What follows belongs to an exercise in optimizing a design on an open flow for small area, a short achievable clock period and few clock cycles per item; a production flow would make more cautious choices.
Where RTL was checked, it was by simulation tests only, not by an equivalence proof against the original.

Setup of job 7125:
Design cubic_bspline_point_eval, start of the top module:
module cubic_bspline_point_eval
#(
    parameter int SAMPLES_PER_SEGMENT = 100,
    parameter int COORD_BITS          = 16
) (
    input  wire                          i_clk,
    input  wire                          i_rst_n,
    input  wire                          i_valid,
    output logic                         o_stall,
    input  wire                          i_opcode,
    input  wire signed [COORD_BITS-1:0]  i_point_x,
    input  wire signed [COORD_BITS-1:0]  i_point_y,
    input  wire signed [COORD_BITS-1:0]  i_point_z,
    input  wire        [cbspl_pkg::SI_BITS-1:0] i_sample_index,
    output logic                         o_valid,
    input  wire                          i_stall,
    output logic signed [COORD_BITS-1:0] o_curve_x,
    output logic signed [COORD_BITS-1:0] o_curve_y,
    output logic signed [COORD_BITS-1:0] o_curve_z,
    output logic                         o_not_ready
);
    localparam int NST = 5;      
    logic        adv, accept, push_acc, eval_acc;
    logic [6:0]  jcl;
    logic        r_ov;
    assign adv      = !(r_ov && i_stall);
    assign o_stall  = !adv;
    assign o_valid  = r_ov;
    assign accept   = i_valid && adv;
    assign push_acc = accept && (i_opcode == cbspl_pkg::OP_PUSH);
    assign eval_acc = accept && (i_opcode == cbspl_pkg::OP_EVAL);
  ...
Settings: LEC_CHECK=0, CAP_MARGIN=0, CORE_MARGIN=2, CORE_UTILIZATION=55, SETUP_SLACK_MARGIN=4, SLEW_MARGIN=0; clock period 9.5 ns.
run.sh (not shown) runs the stock make flow with config.mk's settings and CLKGATE_MAP_FILE= SYNTH_SCRIPT=/design/flow/synth_recipe.tcl, a recipe that flattens the netlist after the stock synthesis.
The following lists how job 5413 was set up differently from job 7125:
-- flow/config.mk --
<<< job 7125, line 8
export CAP_MARGIN = 0
>>> job 5413, line 8
export CAP_MARGIN = 20
<<< job 7125, line 11
export SETUP_SLACK_MARGIN = 4
export SLEW_MARGIN = 0
>>> job 5413, line 11
export SETUP_SLACK_MARGIN = 4.5
export SLEW_MARGIN = 20
### Flow results
In job 5413 the final net count turned out 411 higher than in job 7125.
Time the final worst path needs with I/O delays and setup for job 5413: 17 ps up relative to job 7125
Synthesis-to-layout area growth: higher on job 5413
For the total of plain and repair buffers excluding clock buffers, job 5413 came in about 60% higher than job 7125 did.
The wire length of job 5413 is higher than that of job 7125.
Compared with job 7125, job 5413 degrades slack of the critical path.
Setup changes, job 5413 to job 2981
-- flow/config.mk --
<<< job 5413, line 11
export SETUP_SLACK_MARGIN = 4.5
>>> job 2981, line 11
export SETUP_SLACK_MARGIN = 4
==> comparison <==
Job 2981: done, clean on timing, DRC and antenna. Looking at post-route fraction of the period consumed by the critical path, job 2981 sits below job 5413. Compared with job 5413, in job 2981 sequential cell area share went up 0.93 points, maximum frequency went up 0.78%. Run comparison: job 5413 launching element of the worst setup path r_one[1][1]$_DFFE_PN_; job 2981 launching element of the worst setup path r_one[3][1]$_DFFE_PN_. Total non-filler cell area in the finished layout, job 2981 and job 5413: larger value in job 5413. Maximum net fanout on the critical path for job 2981 is lower than for job 5413. Compared with job 5413, in job 2981 hold-critical path depth neither gained nor lost much, met2 wire length fell about 3.6%.
Function was not checked in any run of this note: the RTL went through the layout flow alone.

========
cubic_bspline_point_eval, a different RTL version from the one above (not shown whole).
For scale: roughly 110 I/O pins, ~0.15 mm2 of cells after synthesis.
export LEC_CHECK = 0
export ABC_AREA = 1
export CAP_MARGIN = 20
export CORE_MARGIN = 2
export CORE_UTILIZATION = 75
export SETUP_SLACK_MARGIN = 4.5
export SLEW_MARGIN = 20
create_clock -name core_clock -period 9.5 [get_ports {i_clk}]
standard.sh (not shown) runs the stock make flow with config.mk's settings and CLKGATE_MAP_FILE= SYNTH_SCRIPT=/design/flow/synth_recipe.tcl, a recipe that flattens the netlist after the stock synthesis.
==> flow/flow/run.sh <==
#!/bin/bash
# Layout flow: the standard layout (standard.sh, all ORFS steps from
# synthesis to the final layout), with one change to synthesis: Yosys's
# synth command skips its ABC pass in the fine stage ("synth -run fine:"
# gets -noabc), so that extract_fa finds the design's adder trees as written
# instead of after ABC's re-mapping, which leaves an inverter between many of
# the full adders.  The final ABC mapping with the cell library is unchanged.
# Every tool's output goes to a log file in this folder (and ORFS's own logs
# under orfs/logs).
set -euo pipefail
work=$(pwd)
{
    printf '%s\n' 'proc synth {args} { if {[lsearch -exact $args fine:] >= 0} { yosys synth -nofsm -noshare -noabc {*}$args } else { yosys synth -nofsm -noshare {*}$args } }'
    tail -n +2 synth_recipe.tcl
} > flow_synth.tcl
sed "s#SYNTH_SCRIPT=[^ ]*#SYNTH_SCRIPT=${work}/flow_synth.tcl#" standard.sh > flow_standard.sh
grep -q "SYNTH_SCRIPT=${work}/flow_synth.tcl" flow_standard.sh
bash flow_standard.sh > flow_standard.log 2>&1
test -s out/final.def
The first run did not get past global routing (5_1_grt), error GRT-0232.
Testbench counts at the start, summed over its fixed seeds: cycles 4,526, evals 3,455.
Then changed:
Settings changed: CORE_UTILIZATION 75 to 55, SETUP_SLACK_MARGIN 4.5 to 4.25.
What happened: Now the flow passed the timing, DRC and antenna checks. Synthesized area stays the same. Synthesized cell count stays the same.

========
v6:
cubic_bspline_point_eval again, from the RTL that the note above started with.
// cubic_bspline_point_eval
module cubic_bspline_point_eval
#(
    parameter int SAMPLES_PER_SEGMENT = 100,
    parameter int COORD_BITS          = 16
) (
    input  wire                          i_clk,
    input  wire                          i_rst_n,
    input  wire                          i_valid,
    output logic                         o_stall,
    input  wire                          i_opcode,
    input  wire signed [COORD_BITS-1:0]  i_point_x,
    input  wire signed [COORD_BITS-1:0]  i_point_y,
    input  wire signed [COORD_BITS-1:0]  i_point_z,
    input  wire        [cbspl_pkg::SI_BITS-1:0] i_sample_index,
    output logic                         o_valid,
    input  wire                          i_stall,
    output logic signed [COORD_BITS-1:0] o_curve_x,
    output logic signed [COORD_BITS-1:0] o_curve_y,
    output logic signed [COORD_BITS-1:0] o_curve_z,
    output logic                         o_not_ready
);
    localparam int NST = 5;      
    logic        adv, accept, push_acc, eval_acc;
    logic [6:0]  jcl;
    logic        r_ov, r_q1v;        
    logic [48:0] r_q0, r_q1;         
    logic [48:0] pout;
    assign adv      = !r_q1v;
    assign o_stall  = r_q1v;
    assign o_valid  = r_ov;
    assign accept   = i_valid && adv;
    assign push_acc = accept && (i_opcode == cbspl_pkg::OP_PUSH);
    assign eval_acc = accept && (i_opcode == cbspl_pkg::OP_EVAL);
    assign jcl      = (i_sample_index > 7'(cbspl_pkg::D_LAST)) ? 7'(cbspl_pkg::D_LAST) : i_sample_index;
    logic [47:0] r_win [1:3];
    logic [47:0] pt_in;
    assign pt_in = {i_point_x, i_point_y, i_point_z};
    logic [2:0]  r_held;
    always_ff @(posedge i_clk) begin
        if (push_acc) begin
            r_win[1] <= r_win[2];
            r_win[2] <= r_win[3];
            r_win[3] <= pt_in;
        end
    end
    always_ff @(posedge i_clk) begin
        if (!i_rst_n) begin
            r_held <= '0;
        end else if (push_acc && !r_held[2]) begin
            r_held <= r_held + 1'b1;
        end
    end
  ...
Settings: LEC_CHECK=0, ABC_AREA=1, CAP_MARGIN=20, CORE_MARGIN=2, CORE_UTILIZATION=65, SETUP_SLACK_MARGIN=4.5, SLEW_MARGIN=20; clock period 9.5 ns.
Scripts as last shown in full above: flow/flow/run.sh
v6 reached the end of the flow, and the finished layout is clean on the timing, DRC and antenna checks.
Testbench counts of v6, summed over its fixed seeds: cycles 4,526, evals 3,455.
For v7, these inputs were changed with respect to v6:
- CORE_UTILIZATION changed from 65 to 55
## What came out
- Compared v7 vs v6, and total number of placement rows is up in v7.
- met3 routed wirelength went down by more than 10% going from v6 to v7.
- Final area grows slightly when moving from v6 to v7.
- Relative to v6, the met1 routed wirelength after detailed routing measured on v7 has increased by more than 10%.
- Compared with v6, v7 shows a slew at the pin closest to its max-slew limit that is 32 ps lower.
- Compared with v6, v7 degrades clock period minus worst slack.
- Summary: with v6 as the reference, routed wire length in v7 moved up by a few percent.

## separate check: timing with driven ports
The flow's constraints put no driver on any port. The routed layouts listed below were extracted and timed again, unchanged, in two steps. Step 1, drivers: a clkbuf_16 drives i_clk and a buf_2 each remaining input, both assumed. Step 2 adds t to the input delays and takes it off the output delays; t is the mean of the earliest and latest rising clock arrival at the registers after step 1. Input paths then give back, and output paths get back, about the clock's delay inside the block. Three values: ideal, step 1, step 2; two values: the first two.
run	t, ns	setup slack, ns	slew at the worst register clock pin (ns)
job 7125	0.940	3.863 / 3.863 / 3.222	0.07 / 0.07
job 5413	0.934	3.846 / 3.846 / 3.433	0.07 / 0.07
job 2981	0.936	3.890 / 3.890 / 3.235	0.07 / 0.07
the second run of note 2	0.935	4.341 / 4.341 / 3.496	0.07 / 0.07
v6	0.928	4.525 / 4.525 / 3.710	0.07 / 0.07
v7	0.934	4.401 / 4.401 / 3.715	0.07 / 0.07
After both steps setup and hold are still met in every run listed. For the second run of note 2, which loses most, drivers alone change the setup slack by 0.000 ns; drivers and shift together by -0.845 ns.
